Source: an optimization exercise on an open RTL-to-GDS flow (aim: small area, a short achievable clock period and few clock cycles). Production flows keep margins and buffers that such runs may drop.
RTL that was checked went through simulation tests only; none was proved equivalent to the original.
The clock port is modelled as an ideal driver; clocking choices that lean on that would not hold on a real chip.
Power figures rest on the tool's default switching activity, not on a simulated workload.

birch:
Design wildcard_glob_matcher, start of the top module:
module wildcard_glob_matcher (
    input  wire               clk,
    input  wire               rst_n,
    input  wire               item_valid,
    output logic              item_ready,
    input  wire  [9:0]        item_in,
    output logic              result_valid,
    input  wire               result_ready,
    output logic [1:0]        result
);
Size: roughly 2300 cells after synthesis, about 720 flip-flops, about 18 I/O pins.
Settings: LEC_CHECK=0, CAP_MARGIN=20, CORE_MARGIN=2, CORE_UTILIZATION=60, CTS_BUF_LIST=sky130_fd_sc_hd__clkbuf_8 sky130_fd_sc_hd__clkbuf_16, CTS_CLUSTER_DIAMETER=100, CTS_CLUSTER_SIZE=30, SETUP_SLACK_MARGIN=1.6, SLEW_MARGIN=20, TNS_END_PERCENT=3; clock period 3.0 ns.
standard.sh (not shown) runs the stock make flow with config.mk's settings and CLKGATE_MAP_FILE= SYNTH_SCRIPT=/design/flow/synth_recipe.tcl, a recipe that flattens the netlist after the stock synthesis.
==> flow/flow/run.sh <==
#!/bin/bash
# Standard layout; after clock tree synthesis the tree's root buffer is taken out so the clock
# port drives the tree's first level directly, each first-level buffer is split in two by where
# its loads sit, and timing is repaired (instead of in cts).
set -euo pipefail
export BUFFER_PORTS_ARGS="-buffer_cell sky130_fd_sc_hd__buf_4"
export SKIP_CTS_REPAIR_TIMING=1
export POST_CTS_TCL="$PWD/flow/post_cts.tcl"
bash standard.sh > standard_flow.log 2>&1
Other scripts of this flow, unchanged in this note and not shown: flow/flow/post_cts.tcl
--- input diff birch..cedar ---
-- flow/design.v --
<<< birch, line 198
        else
        begin
            len63            <= !a_start && (pat_take ? (pat_len_reg == 7'd62) : len63);
            pat_len_reg      <= pat_len_next;
            slot_hi_reg      <= {slot_hi_next[NH-1:1], !slot_hi_next[0]};
>>> cedar, line 198
        else
        begin
            len63            <= (pat_len_next == 7'd63);
            pat_len_reg      <= pat_len_next;
            slot_hi_reg      <= {slot_hi_next[NH-1:1], !slot_hi_next[0]};
### Flow results
cedar closes out successfully: all stages finished, all timing, DRC and antenna checks passed.
Diff birch -> cedar | share of the final layout cell area in multi-input gates | increase of 0.53 points
The run with more setup slack is cedar; birch has less.
Going from birch to cedar, net load switching power went down 22%; total power fell by 8.1%; post-detailed-routing wire length lower.
Testbench counts of cedar, summed over its fixed seeds: cycles 56,359.
No functional check of the RTL was part of birch.

---

== v7 ==
Another version of the RTL of wildcard_glob_matcher (not shown whole).
For scale: ~720 flip-flops, ~18 I/O pins, roughly 32000 sq um of cells after synthesis.
## wildcard_glob_matcher
module wildcard_glob_matcher (
    input  wire               clk,
    input  wire               rst_n,
    input  wire               item_valid,
    output logic              item_ready,
    input  wire  [9:0]        item_in,
    output logic              result_valid,
    input  wire               result_ready,
    output logic [1:0]        result
);
==> flow/config.mk <==
export PLATFORM = sky130hd
export DESIGN_NAME = wildcard_glob_matcher
export DESIGN_NICKNAME = wildcard_glob_matcher
export VERILOG_FILES = /design/flow/design.v
export SDC_FILE = /design/flow/constraint.sdc
export NUM_CORES = 4
export LEC_CHECK = 0
export CAP_MARGIN = 20
export CORE_MARGIN = 2
export CORE_UTILIZATION = 60
export CTS_BUF_LIST = sky130_fd_sc_hd__clkbuf_8 sky130_fd_sc_hd__clkbuf_16
export CTS_CLUSTER_DIAMETER = 100
export CTS_CLUSTER_SIZE = 30
export SETUP_SLACK_MARGIN = 1.6
export SLEW_MARGIN = 20
export TNS_END_PERCENT = 3
==> flow/constraint.sdc <==
create_clock -name core_clock -period 3.0 [get_ports {clk}]
set_input_delay 0.6000 -clock core_clock [delete_from_list [all_inputs] [get_ports {clk}]]
set_output_delay 0.6000 -clock core_clock [all_outputs]
set_load 0.01 [all_outputs]
Scripts as last shown in full above: flow/flow/run.sh
Other scripts of this flow, unchanged in this note and not shown: flow/flow/post_cts.tcl
## Diff of input files: v2 against v7
-- flow/design.v --
<<< v7, line 5
    localparam logic [7:0] CH_STAR = 8'h2A;
    localparam logic [7:0] CH_ANY  = 8'h3F;
    localparam logic [7:0] CH_KEY  = CH_STAR;
    typedef logic [LEN_W-1:0] len_t;
    typedef enum logic [1:0] {
>>> v2, line 5
    localparam logic [7:0] CH_STAR = 8'h2A;
    localparam logic [7:0] CH_ANY  = 8'h3F;
    typedef logic [LEN_W-1:0] len_t;
    typedef enum logic [1:0] {
<<< v7, line 30
    input  wire        we,         
    input  wire  [7:0] ch,         
    input  wire        text_en,    
    input  wire        text_seen,  
>>> v2, line 29
    input  wire        we,         
    input  wire  [7:0] ch,         
    input  wire  [7:0] text_ch,    
    input  wire        text_en,    
    input  wire        text_seen,  
<<< v7, line 41
    logic       col_reg;
    logic       is_star;
    assign is_star = (char_reg == 8'h00);
    assign step    = prev_col & hit_reg;
    if (FIRST)
>>> v2, line 41
    logic       col_reg;
    logic       is_star;
    assign is_star = (char_reg == wgm_pkg::CH_STAR);
    assign step    = prev_col & hit_reg;
    if (FIRST)
<<< v7, line 60
    always_ff @(posedge clk)
    begin
        hit_reg <= (char_reg == ch) || (char_reg == (wgm_pkg::CH_ANY ^ wgm_pkg::CH_KEY));
    end
    always_ff @(posedge clk)
>>> v2, line 60
    always_ff @(posedge clk)
    begin
        hit_reg <= (char_reg == text_ch) || (char_reg == wgm_pkg::CH_ANY);
    end
    always_ff @(posedge clk)
<<< v7, line 115
        end
    end
    always_ff @(posedge clk)
    begin
        a_ch   <= item.ch ^ wgm_pkg::CH_KEY;
        a_star <= (item.ch == wgm_pkg::CH_STAR);
    end
    logic [6:0]          pat_len_reg;
>>> v2, line 115
        end
    end
    logic [7:0]          a_text_ch;
    always_ff @(posedge clk)
    begin
        a_ch   <= item.ch;
        a_star <= (item.ch == wgm_pkg::CH_STAR);
        if (item.mode == wgm_pkg::MODE_TEXT)
        begin
            a_text_ch <= item.ch;
        end
    end
    logic [6:0]          pat_len_reg;
<<< v7, line 258
            .we        (we[i]),
            .ch        (a_ch),
            .text_en   (c_text),
            .text_seen (c_text_seen),
>>> v2, line 263
            .we        (we[i]),
            .ch        (a_ch),
            .text_ch   (a_text_ch),
            .text_en   (c_text),
            .text_seen (c_text_seen),
--- outcome ---
[compare] base=v7 new=v2: first-pass GRT wire length went up, total routing usage reported by global routing went up, multi-input combinational cell count went down.
Detailed route wirelength on metal2 ended up 25% higher on v2 than on v7.
v2 gives less post-detailed-placement cell area than v7 did.
In v2, the number of global-route vias before repair came out about 2.4% above the value in v7.
Function was not checked in any run of this note: the RTL went through the layout flow alone.

---

RTL: one of the versions met above, not the one the previous note started from.
Size: ~2300 cells after synthesis, roughly 720 flip-flops, about 18 I/O pins, ~31000 µm² of cells after synthesis.
Design wildcard_glob_matcher, start of the top module:
module wildcard_glob_matcher (
    input  wire               clk,
    input  wire               rst_n,
    input  wire               item_valid,
    output logic              item_ready,
    input  wire  [9:0]        item_in,
    output logic              result_valid,
    input  wire               result_ready,
    output logic [1:0]        result
);
==> flow/config.mk <==
export PLATFORM = sky130hd
export DESIGN_NAME = wildcard_glob_matcher
export DESIGN_NICKNAME = wildcard_glob_matcher
export VERILOG_FILES = /design/flow/design.v
export SDC_FILE = /design/flow/constraint.sdc
export NUM_CORES = 4
export LEC_CHECK = 0
export CAP_MARGIN = 20
export CORE_MARGIN = 2
export CORE_UTILIZATION = 60
export CTS_BUF_LIST = sky130_fd_sc_hd__clkbuf_8 sky130_fd_sc_hd__clkbuf_16
export CTS_CLUSTER_DIAMETER = 100
export CTS_CLUSTER_SIZE = 30
export SETUP_SLACK_MARGIN = 1.5
export SLEW_MARGIN = 20
==> flow/constraint.sdc <==
create_clock -name core_clock -period 3.0 [get_ports {clk}]
set_input_delay 0.6000 -clock core_clock [delete_from_list [all_inputs] [get_ports {clk}]]
set_output_delay 0.6000 -clock core_clock [all_outputs]
set_load 0.01 [all_outputs]
Scripts as last shown in full above: flow/flow/run.sh
Other scripts of this flow, unchanged in this note and not shown: flow/flow/post_cts.tcl
Testbench counts at the start, summed over its fixed seeds: cycles 56,359.
Edit:
--- a/flow/design.v
+++ b/flow/design.v
@@ -13,67 +13,60 @@
     } mode_t;
     typedef struct packed {
         mode_t      mode;
         logic [7:0] ch;
     } item_t;
     typedef struct packed {
         logic matched;
         logic error;
     } result_t;
 endpackage
 `default_nettype wire
 `default_nettype none
-module wgm_cell #(
-    parameter bit FIRST = 1'b0     
-) (
+module wgm_cell (
     input  wire        clk,
     input  wire        we,         
     input  wire  [7:0] ch,         
+    input  wire        pat_col,    
     input  wire        text_en,    
-    input  wire        text_seen,  
     input  wire        prev_col,   
     input  wire        prev_step,  
-    output logic       col,        
+    output logic       col,
     output logic       step
 );
     logic [7:0] char_reg;
     logic       hit_reg;
-    logic       col_reg;
     logic       is_star;
     assign is_star = (char_reg == wgm_pkg::CH_STAR);
     assign step    = prev_col & hit_reg;
-    if (FIRST)
-    begin : g_first
-        assign col = text_seen ? col_reg : is_star;
-    end
-    else
-    begin : g_rest
-        assign col = text_seen && col_reg;
-    end
     always_ff @(posedge clk)
     begin
         if (we)
         begin
             char_reg <= ch;
         end
     end
     always_ff @(posedge clk)
     begin
         hit_reg <= (char_reg == ch) || (char_reg == wgm_pkg::CH_ANY);
     end
     always_ff @(posedge clk)
     begin
-        if (text_en)
+        if (we)
+        begin
+            col <= pat_col;
+        end
+        else if (text_en)
         begin
-            col_reg <= is_star ? (prev_step | col) : step;
+            col <= is_star ? (prev_step | col) : step;
         end
     end
 endmodule
 `default_nettype wire
 `default_nettype none
 module wildcard_glob_matcher (
     input  wire               clk,
     input  wire               rst_n,
     input  wire               item_valid,
     output logic              item_ready,
     input  wire  [9:0]        item_in,
     output logic              result_valid,
@@ -117,60 +110,65 @@
     begin
         a_ch   <= item.ch;
         a_star <= (item.ch == wgm_pkg::CH_STAR);
     end
     logic [6:0]          pat_len_reg;
     logic [NH-1:0]       slot_hi;
     logic [7:0]          slot_lo;
     logic [NH-1:0]       slot_hi_reg;
     logic [7:0]          slot_lo_reg;
     logic                text_started_reg;
     logic                error_reg;
     logic                last_star_reg;
+    logic                some_plain_reg;   
     logic                pat_blk_reg;
     logic                len63;            
     assign slot_hi = {slot_hi_reg[NH-1:1], !slot_hi_reg[0]};
     assign slot_lo = {slot_lo_reg[7:1], !slot_lo_reg[0]};
     logic                pat_take;     
     logic [6:0]          pat_len_next;
     logic [NH-1:0]       slot_hi_next;
     logic [7:0]          slot_lo_next;
     logic                text_started_next;
     logic                error_next;
     logic                last_star_next;
+    logic                some_plain_next;
     logic                pat_blk_next;
     assign pat_take = a_pat && !pat_blk_reg;
     always_comb
     begin
         pat_len_next      = pat_len_reg;
         slot_hi_next      = slot_hi;
         slot_lo_next      = slot_lo;
         text_started_next = text_started_reg;
         error_next        = error_reg;
         last_star_next    = last_star_reg;
+        some_plain_next   = some_plain_reg;
         if (a_start)
         begin
             pat_len_next      = '0;
             slot_hi_next      = NH'(1);
             slot_lo_next      = 8'd1;
             text_started_next = 1'b0;
             error_next        = 1'b0;
             last_star_next    = 1'b0;
+            some_plain_next   = 1'b0;
         end
         else
         begin
             if (pat_take)
             begin
                 pat_len_next    = pat_len_reg + 1'b1;
                 last_star_next  = a_star;
+                some_plain_next = some_plain_reg || !a_star;
             end
             if (a_we)
             begin
                 slot_lo_next = {slot_lo[6:0], slot_lo[7]};
                 if (slot_lo[7])
                 begin
                     slot_hi_next = {slot_hi[NH-2:0], 1'b0};
                 end
             end
             if (a_pat && pat_blk_reg)
             begin
                 error_next = 1'b1;
@@ -183,36 +181,38 @@
         pat_blk_next = !a_start && (pat_blk_reg || a_text || (pat_take && len63));
     end
     always_ff @(posedge clk or negedge rst_n)
     begin
         if (!rst_n)
         begin
             pat_len_reg      <= '0;
             slot_hi_reg      <= '0;
             slot_lo_reg      <= '0;
             text_started_reg <= 1'b0;
             error_reg        <= 1'b0;
             last_star_reg    <= 1'b0;
+            some_plain_reg   <= 1'b0;
             pat_blk_reg      <= 1'b0;
             len63            <= 1'b0;
         end
         else
         begin
             len63            <= (pat_len_next == 7'd63);
             pat_len_reg      <= pat_len_next;
             slot_hi_reg      <= {slot_hi_next[NH-1:1], !slot_hi_next[0]};
             slot_lo_reg      <= {slot_lo_next[7:1], !slot_lo_next[0]};
             text_started_reg <= text_started_next;
             error_reg        <= error_next;
             last_star_reg    <= last_star_next;
+            some_plain_reg   <= some_plain_next;
             pat_blk_reg      <= pat_blk_next;
         end
     end
     logic                take_we;
     assign take_we = item_valid && ready_reg && (item.mode == wgm_pkg::MODE_PATTERN)
                      && !pat_blk_next
                      && !((item.ch == wgm_pkg::CH_STAR) && last_star_next);
     always_ff @(posedge clk or negedge rst_n)
     begin
         if (!rst_n)
         begin
             a_we     <= 1'b0;
@@ -241,32 +241,30 @@
             c_end       <= a_end;
             c_text_seen <= text_started_reg;
         end
     end
     logic [N:0]          col;
     logic [N:0]          step;
     logic [N-1:0]        we;
     assign col[0]  = !c_text_seen;
     assign step[0] = 1'b0;
     for (genvar i = 0; i < N; i++)
     begin : g_cell
         assign we[i] = a_we_grp[i / 8] && slot_lo[i % 8];
-        wgm_cell #(
-            .FIRST     (i == 0)
-        ) u_cell (
+        wgm_cell u_cell (
             .clk       (clk),
             .we        (we[i]),
             .ch        (a_ch),
+            .pat_col   (!some_plain_reg && a_star),
             .text_en   (c_text),
-            .text_seen (c_text_seen),
             .prev_col  (col[i]),
             .prev_step (step[i]),
             .col       (col[i+1]),
             .step      (step[i+1])
         );
     end
     logic [NH-1:0]       grp_hit;
     logic [NH-1:0]       d_grp_reg;
     logic                d_err_reg;
     logic                d_end;
     for (genvar h = 0; h < NH; h++)
     begin : g_grp
Result: Cell area went down by 1.1%. Worst setup slack is better by 72 ps. Sequential power hardly moves. Clock power came out higher by about 2%. Utilization is lower by 4.1 points. Area after synthesis climbs by 4.9%. Synthesized cell count is higher by 14%. Sequential share of layout area grows by 0.71 points. Global-route usage fell by 2.6 points. Register-to-register slack is better by 98 ps. Routed wire length drops by 1.9%. Final cell count increases by 6.6%.
Testbench counts after the change, summed over its fixed seeds: cycles 56,359.

==> separate check: timing with driven ports <==
In the flow no input, the clock included, has a driving cell. The finished layouts below were timed again as built, in two steps. Step 1 (the two cells are an assumption about what drives the block):
set clk [get_ports {clk}]
set_driving_cell -lib_cell sky130_fd_sc_hd__clkbuf_16 $clk
set_driving_cell -lib_cell sky130_fd_sc_hd__buf_2 [delete_from_list [all_inputs] $clk]
Step 2 adds t to the input delays and takes it off the output delays; t is the mean of the earliest and latest rising clock arrival at the registers after step 1. Input paths then give back, and output paths get back, about the clock's delay inside the block. Slacks: ideal ports / drivers / drivers and shift; pairs: ideal ports / drivers.
run | shift t [ns] | setup slack, ns | hold WS [ns] | worst setup path after step 2 | worst data-port slew with drivers (ns)
birch | 0.506 | 1.322 / 1.260 / 1.068 | 0.233 / 0.133 / 0.389 | input to register | 0.04
cedar | 0.501 | 1.390 / 1.329 / 1.133 | 0.229 / 0.123 / 0.393 | input to register | 0.04
v7 | 0.495 | 1.147 / 1.147 / 1.105 | 0.224 / 0.122 / 0.398 | input to register | 0.03
v2 | 0.506 | 1.394 / 1.339 / 1.125 | 0.240 / 0.155 / 0.396 | input to register | 0.05
the first run of note 3 | 0.504 | 1.372 / 1.325 / 1.057 | 0.211 / 0.106 / 0.360 | input to register | 0.04
the second run of note 3 | 0.516 | 1.444 / 1.316 / 1.107 | 0.233 / 0.128 / 0.393 | input to register | 0.06
After both steps every run listed still meets setup and hold. The setup slack of the second run of note 3, which loses most, moves by -0.128 ns with the drivers and by -0.337 ns with both steps.
